What follows belongs to an exercise in optimizing a design on an open flow for small area, a short achievable clock period and few clock cycles per item; a production flow would make more cautious choices.
Only simulation tests tie the RTL to the original design; equivalence was not proved.

Design nn_top, start of the top module:
module nn_top #(
  parameter int data_w = 16,
  parameter int frac_w = 8
) (
  input  wire                clk,
  input  wire                rst_n,
  input  wire                in_valid_w1,
  input  wire                in_valid_w2,
  input  wire                in_valid_d,
  input  wire  [data_w-1:0]  weight1,
  input  wire  [data_w-1:0]  weight2,
  input  wire  [data_w-1:0]  data_point,
  output logic               out_valid,
  output logic [data_w-1:0]  out
);
Size: roughly 3100 cells after synthesis.
export LEC_CHECK = 0
export CAP_MARGIN = 20
export CORE_MARGIN = 2
export CORE_UTILIZATION = 40
export SLEW_MARGIN = 20
create_clock -name core_clock -period 12.0 [get_ports {clk}]
standard.sh (not shown) runs the stock make flow with config.mk's settings and CLKGATE_MAP_FILE= SYNTH_SCRIPT=/design/flow/synth_recipe.tcl, a recipe that flattens the netlist after the stock synthesis.
==> flow/flow/run.sh <==
#!/bin/bash
set -euo pipefail
M=7.0
B="-buffer_cell sky130_fd_sc_hd__buf_2"
R=orfs/results/sky130hd/nn_top/base
bash standard.sh SETUP_SLACK_MARGIN=$M "BUFFER_PORTS_ARGS=$B" synth > synth_flow.log 2>&1
cp $R/1_2_yosys.v $R/1_2_yosys_orig.v
python3 flow/fa_polarity.py $R/1_2_yosys_orig.v $R/1_2_yosys_fapol.v > fa_polarity.log 2>&1
python3 flow/out_adder.py $R/1_2_yosys_fapol.v $R/1_2_yosys_oadd.v > out_adder.log 2>&1
cp $R/1_2_yosys_oadd.v $R/1_2_yosys.v
rm -f $R/1_synth.odb $R/1_synth.sdc
bash standard.sh SETUP_SLACK_MARGIN=$M "BUFFER_PORTS_ARGS=$B" finish > standard_flow.log 2>&1
Other scripts of this flow, unchanged in this note and not shown: flow/flow/fa_polarity.py, flow/flow/out_adder.py
The starting point completed with no timing, DRC or antenna violations.
Testbench counts at the start, summed over its fixed seeds: cycles 22,400, inferences 3,200.
Change:
PLACE_DENSITY = 0.75   (was not set)
The changed run went through all stages and came out clean.
Sequential share of layout area barely changes.
Via count is higher by 2.4%.
Wire length fell by 3.1%.
Synthesized area stays the same.
Non-clock buffer count decreases by 4.
First-iteration DRC count rises by 11%.
Change:
==> flow/flow/run.sh (replaced) <==
#!/bin/bash
set -euo pipefail
M=7.4
R=orfs/results/sky130hd/nn_top/base
bash standard.sh SETUP_SLACK_MARGIN=$M synth > synth_flow.log 2>&1
cp $R/1_2_yosys.v $R/1_2_yosys_orig.v
python3 flow/fa_polarity.py $R/1_2_yosys_orig.v $R/1_2_yosys_fapol.v > fa_polarity.log 2>&1
python3 flow/out_adder.py $R/1_2_yosys_fapol.v $R/1_2_yosys_oadd.v > out_adder.log 2>&1
cp $R/1_2_yosys_oadd.v $R/1_2_yosys.v
rm -f $R/1_synth.odb $R/1_synth.sdc
bash standard.sh SETUP_SLACK_MARGIN=$M finish > standard_flow.log 2>&1
CORE_UTILIZATION = 60   (was 40)
PLACE_DENSITY = not set   (was 0.75)
- The new run completed without violations
- final area came out higher by roughly a tenth
- routed wire length goes up by roughly a tenth
- worst hold slack degrades by 3.6 ps
- area after synthesis is unchanged
- global-route usage goes up by 13 points
Change:
==> flow/flow/run.sh (replaced) <==
#!/bin/bash
set -euo pipefail
M=7.0
B="-buffer_cell sky130_fd_sc_hd__buf_2"
R=orfs/results/sky130hd/nn_top/base
bash standard.sh SETUP_SLACK_MARGIN=$M "BUFFER_PORTS_ARGS=$B" synth > synth_flow.log 2>&1
cp $R/1_2_yosys.v $R/1_2_yosys_orig.v
python3 flow/fa_polarity.py $R/1_2_yosys_orig.v $R/1_2_yosys_fapol.v > fa_polarity.log 2>&1
python3 flow/out_adder.py $R/1_2_yosys_fapol.v $R/1_2_yosys_oadd.v > out_adder.log 2>&1
cp $R/1_2_yosys_oadd.v $R/1_2_yosys.v
rm -f $R/1_synth.odb $R/1_synth.sdc
bash standard.sh SETUP_SLACK_MARGIN=$M "BUFFER_PORTS_ARGS=$B" finish > standard_flow.log 2>&1
CORE_UTILIZATION = 40   (was 60)
CTS_BUF_LIST = sky130_fd_sc_hd__clkbuf_4 sky130_fd_sc_hd__clkbuf_8   (was not set)
What happened: Utilization fell by 29 points; routed wire length fell by 5.1%; synthesized cell count is unchanged; clock-buffer cell count rose by 65; synthesized area is unchanged; global-route usage fell by 12 points; worst setup slack gains 84 ps.
Change:
CTS_BUF_LIST = not set   (was sky130_fd_sc_hd__clkbuf_4 sky130_fd_sc_hd__clkbuf_8)
CTS_CLUSTER_SIZE = 20   (was not set)
PLACE_DENSITY = 0.75   (was not set)
Sequential share of layout area came out higher by 0.42 points.
Routed wire length came out lower by 3.7%.
Change:
==> flow/flow/run.sh (replaced) <==
#!/bin/bash
set -euo pipefail
M=7.0
R=orfs/results/sky130hd/nn_top/base
bash standard.sh SETUP_SLACK_MARGIN=$M synth > synth_flow.log 2>&1
cp $R/1_2_yosys.v $R/1_2_yosys_orig.v
python3 flow/fa_polarity.py $R/1_2_yosys_orig.v $R/1_2_yosys_fapol.v > fa_polarity.log 2>&1
python3 flow/out_adder.py $R/1_2_yosys_fapol.v $R/1_2_yosys_oadd.v > out_adder.log 2>&1
cp $R/1_2_yosys_oadd.v $R/1_2_yosys.v
rm -f $R/1_synth.odb $R/1_synth.sdc
bash standard.sh SETUP_SLACK_MARGIN=$M finish > standard_flow.log 2>&1
CTS_CLUSTER_SIZE = not set   (was 20)
PLACE_DENSITY = not set   (was 0.75)
Die area is unchanged. Setup slack gains 19 ps. Global-route usage came out higher by 0.89 points. Utilization came out higher by 0.75 points. Critical path depth came out lower by 9.

[static timing again, ports no longer ideal]
In the flow no input, the clock included, has a driving cell. The finished layouts below were timed again as built, in two steps.
Step 1 assumes that a clkbuf_16 drives the clock port and a buf_2 every other input.
Step 2 also shifts input and output timing later by t, the mid clock arrival at the registers, as if the neighbouring blocks saw the same clock.
Slacks: no drivers / after step 1 / after step 2; pairs: no drivers / after step 1.
run	shift t [ns]	slack for setup (ns)	hold slack, ns	latest minus earliest clock arrival (ns)
the first run	0.697	7.021 / 7.021 / 7.021	0.417 / 0.417 / 0.417	0.032 / 0.033
the second run	0.675	7.060 / 7.060 / 7.060	0.419 / 0.419 / 0.419	0.034 / 0.034
the third run	0.696	7.034 / 7.034 / 7.034	0.415 / 0.415 / 0.415	0.062 / 0.063
the fourth run	0.752	7.118 / 7.056 / 7.120	0.416 / 0.416 / 0.416	0.045 / 0.045
the fifth run	0.675	7.060 / 7.060 / 7.060	0.419 / 0.419 / 0.419	0.034 / 0.034
the sixth run	0.680	7.078 / 7.011 / 7.099	0.410 / 0.410 / 0.410	0.034 / 0.034
After both steps every run listed still meets setup and hold.
